This design comes from an exercise in tuning for small area, a short achievable clock period and few clock cycles on the open sky130 flow, not from production work.
Where RTL was checked, it was by simulation tests only, not by an equivalence proof against the original.
The RTL of run 1 was laid out without a check of its function.
No run shown here takes its clock network from TritonCTS; it comes from the design's own scripts or RTL.
The flow treats the clock pin as an ideal source. Dropping or thinning the clock tree relies on that and would not hold on a real chip.
Power is estimated from default activity; no workload was simulated.

===== flow/design.v =====
package sched_pkg;
    typedef enum logic [3:0] {
        OP_ADD  = 4'h0,
        OP_SUB  = 4'h1,
        OP_AND  = 4'h2,
        OP_XOR  = 4'h3,
        OP_ADDI = 4'h8,
        OP_LUI  = 4'h9                               
    } opcode_e;
    typedef struct packed {
        opcode_e                           opcode;
        logic [$clog2(8)-1:0]    rd;
        logic [$clog2(8)-1:0]    rs1;
        logic [$clog2(8)-1:0]    rs2;
        logic [2:0]                        spare;   
    } insn_reg_t;
    typedef struct packed {
        opcode_e                           opcode;
        logic [$clog2(8)-1:0]    rd;
        logic [$clog2(8)-1:0]    rs1;
        logic [5:0]                        imm;
    } insn_imm_t;
    typedef union packed {
        insn_reg_t r;
        insn_imm_t i;
    } insn_u;
    typedef struct packed {
        opcode_e                           opcode;
        logic [$clog2(8)-1:0]    rd;
        logic [$clog2(8)-1:0]    rs1;
        logic [$clog2(8)-1:0]    rs2;     
        logic [16-1:0]          imm;     
        logic                              is_imm;
        logic [8-1:0]           seq;
    } entry_t;
    typedef struct packed {
        logic [8-1:0]           seq;
        logic [$clog2(8)-1:0]    rd;
        logic [16-1:0]          value;
    } result_t;
endpackage
`timescale 1ns/1ps
module sched_top (
    input  logic               clk,
    input  logic               rst,
    input  logic               in_req,
    input  logic [15:0]        in_insn,
    input  logic               out_ack,
    output logic               in_ack,
    output logic               out_req,
    output logic [26:0]        out_result
);
    logic [15:0] rf [8];
    logic [7:0]  rs1_q, rs2_q;      
    logic [5:0]  imm_q;             
    logic        lui_q;             
    logic        sub_q, and_q, xor_q;
    logic [2:0]  rd_q;
    logic        rst_q;             
    logic        s1_v;              
    logic        s2_v;              
    logic        full;              
    logic        acc;               
    logic        mv;                
    logic [15:0] p_q, g_q;          
    logic        cin_q;
    logic [3:0]  op;
    logic [15:0] a, b, imm, p_d, g_d;
    logic        cin_d;
    logic [16:0] c;
    logic [15:0] pg_g [5];
    logic [15:0] pg_p [5];
    logic [15:0] sum;
    assign acc = in_req && !in_ack && !s1_v;
    assign mv  = s1_v && !s2_v && (!full || (out_req && out_ack));
    logic       d_def, d_reg, d_lui;
    logic [7:0] d_rs1, d_rs2;
    always_comb begin
        op    = in_insn[15:12];
        d_def = op == 4'h0 || op == 4'h1 || op == 4'h2 || op == 4'h3 || op == 4'h8 || op == 4'h9;
        d_reg = !op[3] && d_def;
        d_lui = op == 4'h9;
        d_rs1 = (d_def && !d_lui) ? (8'd1 << in_insn[8:6]) : 8'd0;
        d_rs2 = d_reg ? (8'd1 << in_insn[5:3]) : 8'd0;
    end
    always_comb begin
        a = '0;
        b = '0;
        for (int r = 0; r < 8; r++) begin
            a = a | (rf[r] & {16{rs1_q[r]}});
            b = b | (rf[r] & {16{rs2_q[r]}});
        end
        b = b | {imm_q & {6{lui_q}}, 4'd0, imm_q & {6{!lui_q}}};
        if (sub_q) b = ~b;
        p_d   = and_q ? (a & b) : (a ^ b);
        g_d   = (and_q || xor_q) ? 16'd0 : (a & b);
        cin_d = sub_q;
        g_d[0] = sub_q ? (a[0] | b[0]) : g_d[0];
        pg_g[0] = g_q;
        pg_p[0] = p_q;
        for (int l = 1; l <= 4; l++) begin
            pg_g[l] = pg_g[l-1];
            pg_p[l] = pg_p[l-1];
            for (int i = 0; i < 16; i++) begin
                if (((i >> (l - 1)) & 1) == 1) begin
                    pg_g[l][i] = pg_g[l-1][i] | (pg_p[l-1][i] & pg_g[l-1][((i >> (l - 1)) << (l - 1)) - 1]);
                    pg_p[l][i] = pg_p[l-1][i] & pg_p[l-1][((i >> (l - 1)) << (l - 1)) - 1];
                end
            end
        end
        c   = {pg_g[4], cin_q};
        sum = p_q ^ c[15:0];
    end
    always_ff @(posedge clk) begin
        if (rst) begin
            rs1_q <= '0;
            rs2_q <= '0;
            imm_q <= '0;
            lui_q <= 1'b0;
            sub_q <= 1'b0;
            and_q <= 1'b0;
            xor_q <= 1'b0;
        end else if (!s1_v) begin
            rs1_q <= d_rs1;
            rs2_q <= d_rs2;
            imm_q <= (op == 4'h8 || d_lui) ? in_insn[5:0] : 6'd0;
            lui_q <= d_lui;
            sub_q <= op == 4'h1;
            and_q <= op == 4'h2;
            xor_q <= op == 4'h3;
        end
    end
    always_ff @(posedge clk) begin
        if (!s1_v) rd_q <= in_insn[11:9];
    end
    always_ff @(posedge clk) begin
        p_q   <= rst ? 16'd0 : p_d;
        g_q   <= rst ? 16'd0 : g_d;
        cin_q <= rst ? 1'b0  : cin_d;
        rst_q <= rst;
    end
    always_ff @(posedge clk) begin
        for (int r = 0; r < 8; r++) begin
            if (rst_q || (s2_v && out_result[18:16] == 3'(r))) rf[r] <= sum;
        end
    end
    always_ff @(posedge clk) begin
        if (rst) begin
            in_ack            <= 1'b0;
            s1_v              <= 1'b0;
            s2_v              <= 1'b0;
            full              <= 1'b0;
            out_req           <= 1'b0;
            out_result[26:19] <= 8'hff;             
        end else begin
            if (acc)                    in_ack <= 1'b1;
            else if (in_ack && !in_req) in_ack <= 1'b0;
            if (acc)     s1_v <= 1'b1;
            else if (mv) s1_v <= 1'b0;
            s2_v <= mv;
            if (s2_v) begin
                full              <= 1'b1;
                out_req           <= !out_ack;
                out_result[26:19] <= out_result[26:19] + 8'd1;
            end else if (out_req && out_ack) begin
                full    <= 1'b0;
                out_req <= 1'b0;
            end else if (full && !out_req && !out_ack) begin
                out_req <= 1'b1;
            end
        end
    end
    always_ff @(posedge clk) begin
        if (mv)   out_result[18:16] <= rd_q;
        if (s2_v) out_result[15:0]  <= sum;
    end
endmodule

===== flow/flow/run.sh =====
#!/bin/bash
# The standard ORFS layout (the standard.sh, with config.mk's settings),
# changed through ORFS's own variables:
#  - ports are buffered with buf_4 rather than the delay cell buffer_ports
#    picks by default (footprint matching then keeps that cell from being
#    resized into a plain buffer);
#  - the clock tree is a two-level one built by flow/flat_cts.tcl (four root
#    clkbuf_16 on the clock port, sixteen leaf clkbuf_8), in place of
#    TritonCTS's three-level tree.
set -euo pipefail
export BUFFER_PORTS_ARGS="-buffer_cell sky130_fd_sc_hd__buf_4"
export PRE_CTS_TCL="$PWD/flow/flat_cts.tcl"
bash standard.sh > standard.log 2>&1

===== flow/flow/flat_cts.tcl =====
# Clock tree built here instead of by TritonCTS: the clock port drives nroot
# root clkbufs, each driving the leaf clkbufs of one k-means cluster of leaf
# locations; each leaf drives the flip-flops of one k-means cluster of the
# flip-flop locations. Every flip-flop sees the same two buffers.
proc kmeans_assign {pts nb} {
  set n [llength $pts]
  set sorted [lsort -integer -index 0 $pts]
  set cents {}
  for {set k 0} {$k < $nb} {incr k} {
    lappend cents [lindex $sorted [expr {int(($k + 0.5) * $n / $nb)}]]
  }
  for {set iter 0} {$iter < 40} {incr iter} {
    set assign {}
    for {set k 0} {$k < $nb} {incr k} { set sx($k) 0.0; set sy($k) 0.0; set cnt($k) 0 }
    foreach p $pts {
      set best 0; set bd 1e30
      for {set k 0} {$k < $nb} {incr k} {
        set c [lindex $cents $k]
        set d [expr {abs([lindex $p 0]-[lindex $c 0]) + abs([lindex $p 1]-[lindex $c 1])}]
        if {$d < $bd} { set bd $d; set best $k }
      }
      lappend assign $best
      set sx($best) [expr {$sx($best) + [lindex $p 0]}]
      set sy($best) [expr {$sy($best) + [lindex $p 1]}]
      incr cnt($best)
    }
    set cents {}
    for {set k 0} {$k < $nb} {incr k} {
      if {$cnt($k) > 0} {
        lappend cents [list [expr {int($sx($k)/$cnt($k))}] [expr {int($sy($k)/$cnt($k))}]]
      } else { lappend cents [list 0 0] }
    }
  }
  return [list $assign $cents]
}

proc add_clkbuf {block cell name x y innet} {
  set inst [odb::dbInst_create $block [[ord::get_db] findMaster $cell] $name]
  $inst setLocation $x $y
  $inst setPlacementStatus PLACED
  $inst setSourceType TIMING
  set net [odb::dbNet_create $block "${name}_net"]
  $net setSigType CLOCK
  [$inst findITerm A] connect $innet
  [$inst findITerm X] connect $net
  return $net
}

proc flat3_cts {nroot nleaf rootcell leafcell} {
  set block [ord::get_db_block]
  set clknet [[$block findBTerm clk] getNet]
  $clknet setSigType CLOCK
  set sinks {}
  set pts {}
  foreach it [$clknet getITerms] {
    if {[$it isInputSignal]} {
      lappend sinks $it
      set loc [[$it getInst] getLocation]
      lappend pts [list [lindex $loc 0] [lindex $loc 1]]
    }
  }
  lassign [kmeans_assign $pts $nleaf] assign cents
  lassign [kmeans_assign $cents $nroot] rassign rcents
  for {set r 0} {$r < $nroot} {incr r} {
    set c [lindex $rcents $r]
    set rootnet($r) [add_clkbuf $block $rootcell clkbuf_root_$r [lindex $c 0] [lindex $c 1] $clknet]
  }
  for {set k 0} {$k < $nleaf} {incr k} {
    set c [lindex $cents $k]
    set leafnet($k) [add_clkbuf $block $leafcell clkbuf_leaf_$k [lindex $c 0] [lindex $c 1] $rootnet([lindex $rassign $k])]
  }
  foreach it $sinks k $assign {
    $it disconnect
    $it connect $leafnet($k)
  }
  puts "flat3_cts: $nroot root $rootcell, $nleaf leaf $leafcell, [llength $sinks] sinks"
}

# ORFS's cts.tcl sources this file (PRE_CTS_TCL) just before it calls
# clock_tree_synthesis; this replaces that call with the tree above.
# Everything after it (detailed placement, timing repair) runs as usual.
proc clock_tree_synthesis {args} {
  flat3_cts 4 16 sky130_fd_sc_hd__clkbuf_16 sky130_fd_sc_hd__clkbuf_8
  set_propagated_clock [all_clocks]
}

===== flow/standard.sh =====
#!/bin/bash
# synth_recipe.tcl (not shown) runs the flow's synth.tcl, then flattens the netlist and writes it again
# the make line also repeats each setting of config.mk as NAME=value (left out here)
make -C /OpenROAD-flow-scripts/flow DESIGN_CONFIG=/design/flow/config.mk WORK_HOME=/design/flow/orfs CLKGATE_MAP_FILE= SYNTH_SCRIPT=/design/flow/synth_recipe.tcl "${@:-finish}"

===== flow/config.mk =====
export PLATFORM = sky130hd
export DESIGN_NAME = sched_top
export DESIGN_NICKNAME = sched_top
export VERILOG_FILES = /design/flow/design.v
export SDC_FILE = /design/flow/constraint.sdc
export NUM_CORES = 4
export LEC_CHECK = 0
export ABC_CLOCK_PERIOD_IN_PS = 2400
export CAP_MARGIN = 20
export CORE_MARGIN = 2
export CORE_UTILIZATION = 75
export SETUP_SLACK_MARGIN = 4.7
export SLEW_MARGIN = 60

===== flow/constraint.sdc =====
create_clock -name core_clock -period 7.0 [get_ports {clk}]
set_input_delay 1.4000 -clock core_clock [delete_from_list [all_inputs] [get_ports {clk}]]
set_output_delay 1.4000 -clock core_clock [all_outputs]
set_load 0.01 [all_outputs]

==> summary.txt, run 1 <==
* Slew @ Worst Pin at 599 ps
* Vias per cell at 7.46
* Initial core utilization at 76.9%
* VDD IR-drop max at 0.236 mV
* Wire per inst at 27.5 um
* Post-DP HPWL at 15200 um
* Fraction of layout cells with a size suffix above 1 at 18.1%
* GRT overflow at 0
* Final worst-path cycle share at 33.9%
* Leak at 3.74 nW
* IO Count at 49
* Async set-reset flop share out of synthesis at 0%
* Global-route wire length before repair at 37800 um
* GP Congestion at 0.895
* Final-report hold violation count at 0
* Post-Synthesis Cells at 714
* Die X at 115 um
* Synthesized area at 9280 sq um
* Die Span Y at 115 um
* Largest net degree at the start of global routing at 50
* Max_cap viols at 0
* Area leader, netlist: edfxtp_1
* Share of the synthesized area in the top cell type at 48.6%
* Slew Limit Fails at 0
* Synth top area cells: edfxtp_1 49%, dfxtp_1 16%, a22oi_1 9.6%
* Setup TNS at 0 ps
* Critical path endpoint category: flop
* Outcome: no timing/DRC/antenna violations
* Diode count at 0
* CP required at 7000 ps
* DRT antenna net count at 0
* CP arrival at 2370 ps
* Overall routing resource usage at 37.9%
* Worst-Skew Late Latency at 300 ps
* Worst-path clk slew at 100 ps
* Rows at 40
* Fin util at 85.3%
* Avg Cell Area, Syn at 13.0 sq um
* Seq/Total Area, Yosys at 64.1%
* Unrepaired setup endpoints after global routing: true
* Vias in the first global route at 6792
* Setup violators final at 0
* Minimum clock period at 2370 ps
* PortBufs at 48
* Area Growth Syn to Fin at 10.9%
* Power Density at 230 nW/um^2
* Initial antenna violation count at 0
* Crit Path Class: flop to flop
* Core area at 12100 sq um
* Drt pass-1 iters at 6
* Min-Delay Path Class: flop to flop
* DRC at 0
* Post-Route WL at 25100 um
* Most used DFF post-synth: edfxtp_1
* Most numerous cell in the Yosys netlist: edfxtp_1
* Die area at 13300 sq um
* Post-synth net total at 756
* Fmax at 422 MHz
* Synth unique cells at 58
* Startpoint Class: flop
* Fin nets at 789
* Post-synth top cells: 150 x edfxtp_1, 119 x a22oi_1, 72 x dfxtp_1
* Crit-path max FO at 9
* Layout Skew at 43.7 ps
* Ys Warns at 4
* Number of synthesized flops with an enable pin at 150
* DR vias at 6813
* Initial DRC Count at 1095
* Slew HR at 59.9%
* Flops & latches, synth at 222
## per-layer routing
layer  share of wire [%]  track usage (%)  vias to the layer above  wire [um]
met1                  35             51.8                     3236       8910
met2                  45             59.6                      590      11300
met3                  14             8.01                      129       3610
met4                 5.0             16.5                        0       1250
met5                   0                0                        -          0
li1                    -                -                     2858          -
## timing repair
item / 4_1_cts / 5_1_grt
endpoints found under the hold margin: 0 / 0
pin swaps: 1 / 3
gates resized for setup: 5 / 11
setup endpoints to repair: 30 / 49
buffers inserted: 5 / 1
hold buffers: 0 / 0
## worst max-delay path, stage by stage (launching register included)
cell and delay (ps):
dfxtp_1 310, ha_1 190, o21a_1 220, o311a_1 330, o2111a_1 330, o311ai_1 440, a21oi_2 250
## state kept, by name, indices dropped and copies added, names as in the netlist, 3 cells and up
register and count:
p_q 16, g_q 14, rd_q 3, out_result 27, rs2_q 8, rs1_q 8, imm_q 6, rf 128
## report_power, final
part | internal, mW | switching, mW
registers | 1.48 | 0.0602
logic | 0.0592 | 0.0987
clock network | 0.309 | 0.357
## metrics by stage
stage | std cells | power (mW) | setup slack, ps | hold WS, ps | area (sq um)
after floorplan | 714 | 1.63 | 4800 | 400 | 9280
after global placement | 885 | 1.69 | 4430 | 402 | 9680
after detailed placement | 887 | 1.71 | 4370 | 409 | 9790
after CTS | 912 | 2.35 | 4700 | 429 | 10200
after global routing | 913 | 2.43 | 4620 | 430 | 10300
final | 913 | 2.36 | 4630 | 427 | 10300
## path summary, 6_finish.rpt
kind / start / to / slack [ps] / depth (start not counted)
hold / removal: rd_q[1] / out_result[17] / 430 / 0
setup / recovery: c[1] / rf[1][14] / 4630 / 6
hold reg to reg: rd_q[1] / out_result[17] / 430 / 0
setup reg to reg: c[1] / rf[1][14] / 4630 / 6
## logic make-up after synthesis
| group | share of synthesized area (%) |
|---|---|
| and+or+nand+nor | 8.51 |
| buffers and inverters | 2.72 |
| muxes | 1.83 |
| DFF | 64.1 |
| AOI/OAI and AO/OA | 16.9 |
| xor gates and xnor gates | 2.93 |
| adders and majority gates | 2.97 |
## layout by cell type, fill, tap and decap left out, types with 14 or more instances in the layout
master / instances
a22oi_1: 119
and2_1: 19
buf_4: 56
clkbuf_8: 16
dfxtp_1: 52
dfxtp_2: 19
edfxtp_1: 150
ha_1: 22
inv_1: 14
mux2i_1: 17
nand2_1: 18
nand4_1: 24
nor2_1: 57
xnor2_1: 19
## final cells by class, without the clock buffers
type / instances / area [sq um]
fill: 589 / 1780
inverter: 16 / 61.3
multi-input combinational: 427 / 3260
sequential: 222 / 5970
tap: 168 / 210
timing repair buffer: 60 / 463
==> run 2: changes to the inputs <==
--- a/flow/design.v
+++ b/flow/design.v
@@ -65,4 +65,5 @@
     logic [15:0] p_q, g_q;          
     logic        cin_q;
+    logic [2:0]  rd_p;              
     logic [3:0]  op;
     logic [15:0] a, b, imm, p_d, g_d;
@@ -135,12 +136,19 @@
     end
     always_ff @(posedge clk) begin
-        p_q   <= rst ? 16'd0 : p_d;
-        g_q   <= rst ? 16'd0 : g_d;
-        cin_q <= rst ? 1'b0  : cin_d;
+        if (rst) begin
+            p_q   <= 16'd0;
+            g_q   <= 16'd0;
+            cin_q <= 1'b0;
+        end else if (mv) begin
+            p_q   <= p_d;
+            g_q   <= g_d;
+            cin_q <= cin_d;
+            rd_p  <= rd_q;
+        end
         rst_q <= rst;
     end
     always_ff @(posedge clk) begin
         for (int r = 0; r < 8; r++) begin
-            if (rst_q || (s2_v && out_result[18:16] == 3'(r))) rf[r] <= sum;
+            if (rst_q || (s2_v && rd_p == 3'(r))) rf[r] <= sum;
         end
     end
@@ -152,5 +160,4 @@
             full              <= 1'b0;
             out_req           <= 1'b0;
-            out_result[26:19] <= 8'hff;             
         end else begin
             if (acc)                    in_ack <= 1'b1;
@@ -162,5 +169,4 @@
                 full              <= 1'b1;
                 out_req           <= !out_ack;
-                out_result[26:19] <= out_result[26:19] + 8'd1;
             end else if (out_req && out_ack) begin
                 full    <= 1'b0;
@@ -172,6 +178,7 @@
     end
     always_ff @(posedge clk) begin
-        if (mv)   out_result[18:16] <= rd_q;
-        if (s2_v) out_result[15:0]  <= sum;
+        if (rst) out_result[26:19] <= 8'hff;        
+        else     out_result[26:19] <= out_result[26:19] + {7'd0, s2_v};
+        out_result[18:0] <= {rd_p, sum};
     end
 endmodule
==> run 2 against run 1 <==
Flip-flop and latch count rose by 3. Worst hold slack worse by 7.5 ps. Setup slack better by 110 ps. Combinational power is about 30% higher. Sequential power is essentially flat. Maximum frequency increased by 5.1%. Synthesized cell count rose by 2.1%. Register-to-register slack improved by 110 ps. Global-route usage shrank 0.30 points. Synthesized area increased by 0.13%. Power is 3.6% higher. Wire length is 1.3% higher.
==> summary.txt, run 2 <==
* Outcome: no timing/DRC/antenna violations
* Fraction of layout cells with a size suffix above 1 at 19.6% (+1.5 points)
* Top flop regs: rf: 128 flops, out_result: 27 flops, p_q: 16 flops
* Most flops, register: rf
* Vias per cell at 7.46 (about the same)
* Area Growth Syn to Fin at 12.1%
* Max reg flops at 128 (unchanged)
* Post-synth net total at 772 (+2.1%)
* Fin util at 86.3% (+1.1 points)
* Leak at 3.80 nW (+1.6%)
* Synth Area in Compound Gates at 18.6% (+1.7 points)
* Post-Synthesis Cells at 729 (+2.1%)
* VDD IR-drop max at 0.267 mV (+13%)
* Most used DFF post-synth: edfxtp_1
* Area leader, netlist: edfxtp_1
* Async set-reset flop share out of synthesis at 0% (unchanged)
* Drt pass-1 iters at 6 (unchanged)
* Largest net degree at the start of global routing at 56 (+12%)
* Ys Warns at 4 (unchanged)
* PnR worst setup slack at 4740 ps (+115 ps)
* Post-Synth Adder-Cell Area at 3.10% (+0.13 points)
* Post-synthesis mux area share at 1.83% (-0.0025 points)
* Vias in the first global route at 6655 (-2.0%)
* Worst-path clk slew at 80 ps (-20 ps)
* Global-route wire length before repair at 37300 um (-1.1%)
* Most frequent cells in the layout: 134 x edfxtp_1, 118 x a22oi_1, 73 x dfxtp_1, 58 x buf_4, 57 x nor2_1
* Layout Skew at 39.8 ps (-3.88 ps)
* Synth top area cells: edfxtp_1 43%, dfxtp_1 20%, a22oi_1 9.5%
* Commonest non-fill, non-tap cell in the layout: edfxtp_1
* Core area at 12100 sq um (unchanged)
* Max_cap viols at 0 (unchanged)
* DR vias at 6919 (+1.6%)
* CP arrival at 2420 ps (+50 ps)
* Final worst-path cycle share at 32.2% (-1.6 points)
* GP Congestion at 0.940 (+5.1%)
* Die Span Y at 115 um (about the same)
* Avg Cell Area, Syn at 12.7 sq um (-1.9%)
* Fin nets at 805 (+2.0%)
* Placed Cells incl. Taps at 895 (+0.90%)
* Flops & latches, synth at 225 (+1.4%)
* Fillers at 539 (-8.5%)
* Critical path endpoint category: flop
* Startpoint Class: flop
* Slew @ Worst Pin at 595 ps (-3.67 ps)
* Seq/Total Area, Yosys at 62.9% (-1.2 points)
* Synthesized area at 9290 sq um (+0.13%)
* DRC at 0 (unchanged)
* CP cell instances: inv_2 -> a222oi_1 -> nand3_1 -> a221oi_2 -> xnor2_1 -> ha_2 -> mux2i_2 -> a211oi_1
* Largest family of logic cells by synthesized area: compound AO/OA/AOI/OAI gates
* GRT overflow at 0 (unchanged)
* Post-Synth Simple-Gate Area at 7.65% (-0.86 points)
* IO Count at 49 (unchanged)
* Crit-path max FO at 10 (+1)
* Final cell count without fillers at 928 (+1.6%)
* Slowest CP cell: dfxtp_4
* Max stage delay on crit path at 470 ps (+30 ps)
* Crit Path Class: flop to flop
* Slew Limit Fails at 0 (unchanged)
* Rows at 40 (unchanged)
* WP buf/inv at 1 (+1)
* Synth unique cells at 48 (-17%)
* Wire per inst at 27.4 um (-0.36%)
* Initial core utilization at 77.0% (+0.10 points)
* Xor and xnor area share after synthesis at 2.92% (-0.0039 points)
* PortBufs at 48 (unchanged)
* Initial antenna violation count at 0 (unchanged)
* Number of synthesized flops with an enable pin at 134 (-11%)
* Minimum clock period at 2260 ps (-115 ps)
* CP required at 7160 ps (+160 ps)
* Setup violators final at 0 (unchanged)
* Delay-heaviest family, CP: compound AO/OA/AOI/OAI gates
* Hold Slack at 420 ps (-7.52 ps)
* Post-Route WL at 25400 um (+1.3%)
* Final-report hold violation count at 0 (unchanged)
* Die area at 13300 sq um (+0.13%)
* Slew HR at 60.3% (+0.44 points)
* Fmax at 443 MHz (+5.1%)
* Most numerous cell in the Yosys netlist: edfxtp_1
* Power Density at 235 nW/um^2 (+2.4%)
* Die X at 115 um (about the same)
* Initial DRC Count at 1086 (-0.82%)
* Unrepaired setup endpoints after global routing: true
* Post-synth top cells: 134 x edfxtp_1, 118 x a22oi_1, 91 x dfxtp_1
* Post-DP HPWL at 14900 um (-2.2%)
* Worst-Skew Late Latency at 310 ps (about the same)
* Post-route cell area at 10400 sq um (+1.2%)
* Overall routing resource usage at 37.6% (-0.30 points)
* Tot Pwr at 2.45 mW (+3.6%)
* Min-Delay Path Class: flop to flop
* Placement Cell Area at 9830 sq um (+0.40%)
* DRT antenna net count at 0 (unchanged)
* Diode count at 0 (unchanged)
* Setup TNS at 0 ps (unchanged)
* Share of the synthesized area in the top cell type at 43.3% (-5.2 points)
* Place WS at 4260 ps (-105 ps)
-- run 2: repair_timing --
action | in CTS | in global routing
hold buffers | 0 | 0
resized for setup | 5 | 18
buffers inserted | 10 | 2
pin swaps | 4 | 2
gates cloned | 1 | 0
endpoints found under the setup margin | 26 | 50
endpoints found under the hold margin | 0 | 0
-- run 2: final timing paths --
check           from       to  slack [ps]  cells after the start
max            lui_q   p_q[5]        4740                      8
min          rd_q[0]  rd_p[0]         420                      0
max reg2reg    lui_q   p_q[5]        4740                      8
min reg2reg  rd_q[0]  rd_p[0]         420                      0
-- run 2: cell families after synthesis --
group,count (synthesis)
buf+inv,68
compound gates,218
flops,225
xor+xnor,31
fa+ha+maj,23
simple gates,147
mux,17
-- run 2: power by group --
| group | total, mW | switching [mW] | internal [mW] |
|---|---|---|---|
| logic | 0.205 | 0.124 | 0.0808 |
| registers | 1.57 | 0.0705 | 1.50 |
| clock network | 0.673 | 0.364 | 0.309 |
-- run 2: metal layers --
layer	GRT usage [%]	vias to the layer above	wire length, um
met5	0	-	0
met4	16.1	0	1250
met3	10.0	143	3820
met2	59.6	586	11600
met1	49.6	3266	8760
li1	-	2924	-
-- run 2: layout make-up, without the clock buffers --
| class | count | area, sq um | share of cell area (%) |
|---|---|---|---|
| Multi-Input combinational cell | 437 | 3440 | 33.0 |
| Inverter | 15 | 56.3 | 0.541 |
| Sequential cell | 225 | 5880 | 56.5 |
| Timing Repair Buffer | 63 | 509 | 4.89 |
| Tap cell | 168 | 210 | 2.02 |
Testbench counts of run 2, summed over its fixed seeds: cycles 6,408.
==> run 3: changes to the inputs <==
--- a/flow/config.mk
+++ b/flow/config.mk
@@ -10,4 +10,4 @@
 export CORE_MARGIN = 2
 export CORE_UTILIZATION = 75
-export SETUP_SLACK_MARGIN = 4.7
+export SETUP_SLACK_MARGIN = 4.8
 export SLEW_MARGIN = 60
==> run 3 against run 2 <==
Still clean. Critical endpoint is now g_q[8]. Worst hold slack gained 22 ps. Setup slack lost 35 ps. Highest routed layer unchanged. Utilization grew 2.6 points.
==> summary.txt, run 3 <==
* Outcome: no timing/DRC/antenna violations
* Placed Cells incl. Taps at 895 (unchanged)
* Crit path launch: out_ack
* R2r startpoint: imm_q[5]
* Die Span Y at 115 um (unchanged)
* Initial core utilization at 77.0% (unchanged)
* Worst-path clk slew at 80 ps (about the same)
* IO Count at 49 (unchanged)
* Worst-Skew Late Latency at 320 ps (about the same)
* RR Endpoint: p_q[15]
* Leak at 3.93 nW (+3.4%)
* Crit-path max FO at 4 (-6)
* Global-route wire length before repair at 39000 um (+4.5%)
* Most numerous cell in the Yosys netlist: edfxtp_1
* Sw Ratio at 23.4% (+0.62 points)
* Top flop regs: rf: 128 flops, out_result: 27 flops, p_q: 16 flops
* Unrepaired setup endpoints after global routing: true
* Slew HR at 58.6% (-1.7 points)
* Fmax at 436 MHz (-1.5%)
* Most frequent cells in the layout: 134 x edfxtp_1, 118 x a22oi_1, 64 x buf_4, 60 x dfxtp_1, 57 x nor2_1
* Rows at 40 (unchanged)
* Drt pass-1 iters at 9 (+3)
* Slew @ Worst Pin at 621 ps (+25.7 ps)
* Clock power frac at 27.5% (about the same)
* DRC at 0 (unchanged)
* CP required at 7230 ps (+70 ps)
* VDD IR-drop max at 0.243 mV (-9.1%)
* Overall routing resource usage at 39.7% (+2.1 points)
* GP Congestion at 0.927 (-1.4%)
* Max_cap viols at 0 (unchanged)
* Setup violators final at 0 (unchanged)
* Initial DRC Count at 1209 (+11%)
* Startpoint Class: input pin
* Place WS at 4240 ps (-27.3 ps)
* Final-report hold violation count at 0 (unchanged)
* Worst Setup EP: g_q[8]
* Switching pwr at 0.582 mW (+4.1%)
* Most used DFF post-synth: edfxtp_1
* Vias per cell at 7.64 (+2.5%)
* CP arrival at 2520 ps (+100 ps)
* Initial antenna violation count at 0 (unchanged)
* PnR worst setup slack at 4710 ps (-35.3 ps)
* Seq/Total Area, Yosys at 62.9% (unchanged)
* Slowest CP cell: nor4_4
* Xor and xnor area share after synthesis at 2.92% (unchanged)
* Largest family of logic cells by synthesized area: compound AO/OA/AOI/OAI gates
* Most flops, register: rf
* WP buf/inv at 2 (+1)
* Crit-path most repeated cell: nand2_4
* DRT antenna net count at 0 (unchanged)
* Max reg flops at 128 (unchanged)
* Post-Route WL at 28000 um (+10%)
* Post-Synth Adder-Cell Area at 3.10% (unchanged)
* Commonest non-fill, non-tap cell in the layout: edfxtp_1
* Minimum clock period at 2290 ps (+35.3 ps)
* Number of synthesized flops with an enable pin at 134 (unchanged)
* CP cell instances: buf_8 -> nand2_4 -> a21oi_4 -> nand2_4 -> nor4_4 -> buf_2 -> a22o_1
* Area leader, netlist: edfxtp_1
* Crit Path Class: input pin to flop
* Hold wc startpoint: rd_q[0]
* Final worst-path cycle share at 32.8% (+0.50 points)
* Final cell count without fillers at 951 (+2.5%)
* Fin util at 88.9% (+2.6 points)
* Area Growth Syn to Fin at 15.5%
* Largest net degree at the start of global routing at 56 (unchanged)
* Synth Area in Compound Gates at 18.6% (unchanged)
* Fin nets at 828 (+2.9%)
* Synth unique cells at 48 (unchanged)
* Post-synth net total at 772 (unchanged)
* PortBufs at 48 (unchanged)
* Crit. path cell count at 7 (-1)
* DR vias at 7265 (+5.0%)
* Synthesized area at 9290 sq um (unchanged)
* Delay-heaviest family, CP: simple AND/OR/NAND/NOR gates
* Hold_buf cts at 0 (unchanged)
* Critical path endpoint category: flop
* Layout Skew at 52.0 ps (+12.2 ps)
* Max stage delay on crit path at 290 ps (-180 ps)
* P_int at 1.90 mW (+0.51%)
* Die X at 115 um (unchanged)
* Fraction of layout cells with a size suffix above 1 at 24.3% (+4.7 points)
* Async set-reset flop share out of synthesis at 0% (unchanged)
* Post-DP HPWL at 15800 um (+6.0%)
* R2R depth at 7 (-1)
* Avg Cell Area, Syn at 12.7 sq um (unchanged)
* Core area at 12100 sq um (unchanged)
* R2r setup slk at 4750 ps (about the same)
* Gate power share at 9.0% (+0.6 points)
* Post-synth top cells: 134 x edfxtp_1, 118 x a22oi_1, 91 x dfxtp_1
* Diode count at 0 (unchanged)
* Wire per inst at 29.4 um (+7.3%)
* Post-Synth Simple-Gate Area at 7.65% (unchanged)
* GRT overflow at 0 (unchanged)
* Vias in the first global route at 7073 (+6.3%)
* Share of the synthesized area in the top cell type at 43.3% (unchanged)
* Setup TNS at 0 ps (unchanged)
* Min-Delay Path Class: flop to flop
* Power Density at 231 nW/um^2 (-1.6%)
* Die area at 13300 sq um (unchanged)
* Post-synthesis mux area share at 1.83% (unchanged)
* Synth top area cells: edfxtp_1 43%, dfxtp_1 20%, a22oi_1 9.5%
* Ys Warns at 4 (unchanged)
* Slew Limit Fails at 0 (unchanged)
* Flops & latches, synth at 225 (unchanged)
* Flop pwr share at 63.4% (-0.8 points)
* Post-Synthesis Cells at 729 (unchanged)
==> run 3: kinds of logic after synthesis <==
family          Yosys count
flops                   225
compound gates          218
simple gates            147
buf+inv                  68
xor+xnor                 31
fa+ha+maj                23
mux                      17
==> run 3: through the flow <==
stage / hold slack, ps / cell area, sq um / total power [mW]
detailed placement: 406 / 9840 / 1.78
finish: 441 / 10700 / 2.48
floorplan: 400 / 9340 / 1.68
global placement: 404 / 9690 / 1.76
CTS: 435 / 10400 / 2.44
global route: 454 / 10700 / 2.55
==> run 3: timing repair <==
action | CTS | global route
gates cloned | 2 | 3
setup endpoints to repair | 72 | 84
resized for setup | 25 | 39
pin swaps | 6 | 11
buffers inserted | 13 | 17
==> run 3: cell type report, without the clock buffers <==
cell class | count | area, sq um
Inverter | 15 | 56.3
Timing Repair Buffer | 83 | 691
Fill cell | 512 | 1340
Sequential cell | 225 | 5900
Tap cell | 168 | 210
Multi-Input combinational cell | 440 | 3550
==> run 3: power by group through the flow <==
| stage | sequential, mW | clock (mW) | combinational (mW) |
|---|---|---|---|
| floorplan | 1.57 | 0 | 0.110 |
| global placement | 1.59 | 0 | 0.170 |
| detailed placement | 1.60 | 0 | 0.182 |
| CTS | 1.57 | 0.679 | 0.197 |
| global route | 1.58 | 0.732 | 0.235 |
| finish | 1.57 | 0.683 | 0.224 |
==> run 3: per-layer routing <==
| layer | share of wire, % | vias up | track usage (%) |
|---|---|---|---|
| met1 | 34 | 3423 | 52.3 |
| met2 | 46 | 692 | 63.4 |
| met5 | 0 | - | 0 |
| met3 | 15 | 170 | 9.28 |
| met4 | 5.3 | 0 | 18.2 |
| li1 | - | 2980 | - |
==> run 3: how the worst min path moves through the flow <==
stage	endpoint	cells after the start
after floorplan	rd_p[0]	0
after global placement	rd_p[1]	0
after detailed placement	rd_p[0]	0
after CTS	rd_p[0]	0
after global routing	rd_p[0]	0
final	rd_p[0]	0

## afterwards: timing with drivers on the ports
Ports are ideal in the flow. The routed layouts listed here were re-timed in OpenROAD. Step 1 (the two cells are an assumption about what drives the block):
set clk [get_ports {clk}]
set_driving_cell -lib_cell sky130_fd_sc_hd__clkbuf_16 $clk
set_driving_cell -lib_cell sky130_fd_sc_hd__buf_2 [delete_from_list [all_inputs] $clk]
Step 2 times the ports against the registers' clock, not the clock port: input delays grow and output delays shrink by t, the midpoint of the rising clock arrivals with the driver on. Slacks: ideal / step 1 / step 2; pairs: ideal / step 1.
run | t (ns) | setup slack, ns | slew at the worst register clock pin (ns) | worst slew at a driven data input, ns
run 1 | 0.376 | 4.628 / 4.622 / 4.562 | 0.10 / 0.10 | 0.04
run 2 | 0.385 | 4.743 / 4.659 / 4.422 | 0.11 / 0.11 | 0.04
run 3 | 0.385 | 4.707 / 4.702 / 4.323 | 0.11 / 0.11 | 0.09
After both steps setup and hold are still met in every run listed. For run 3, which loses most, drivers alone change the setup slack by -0.005 ns; drivers and shift together by -0.384 ns.
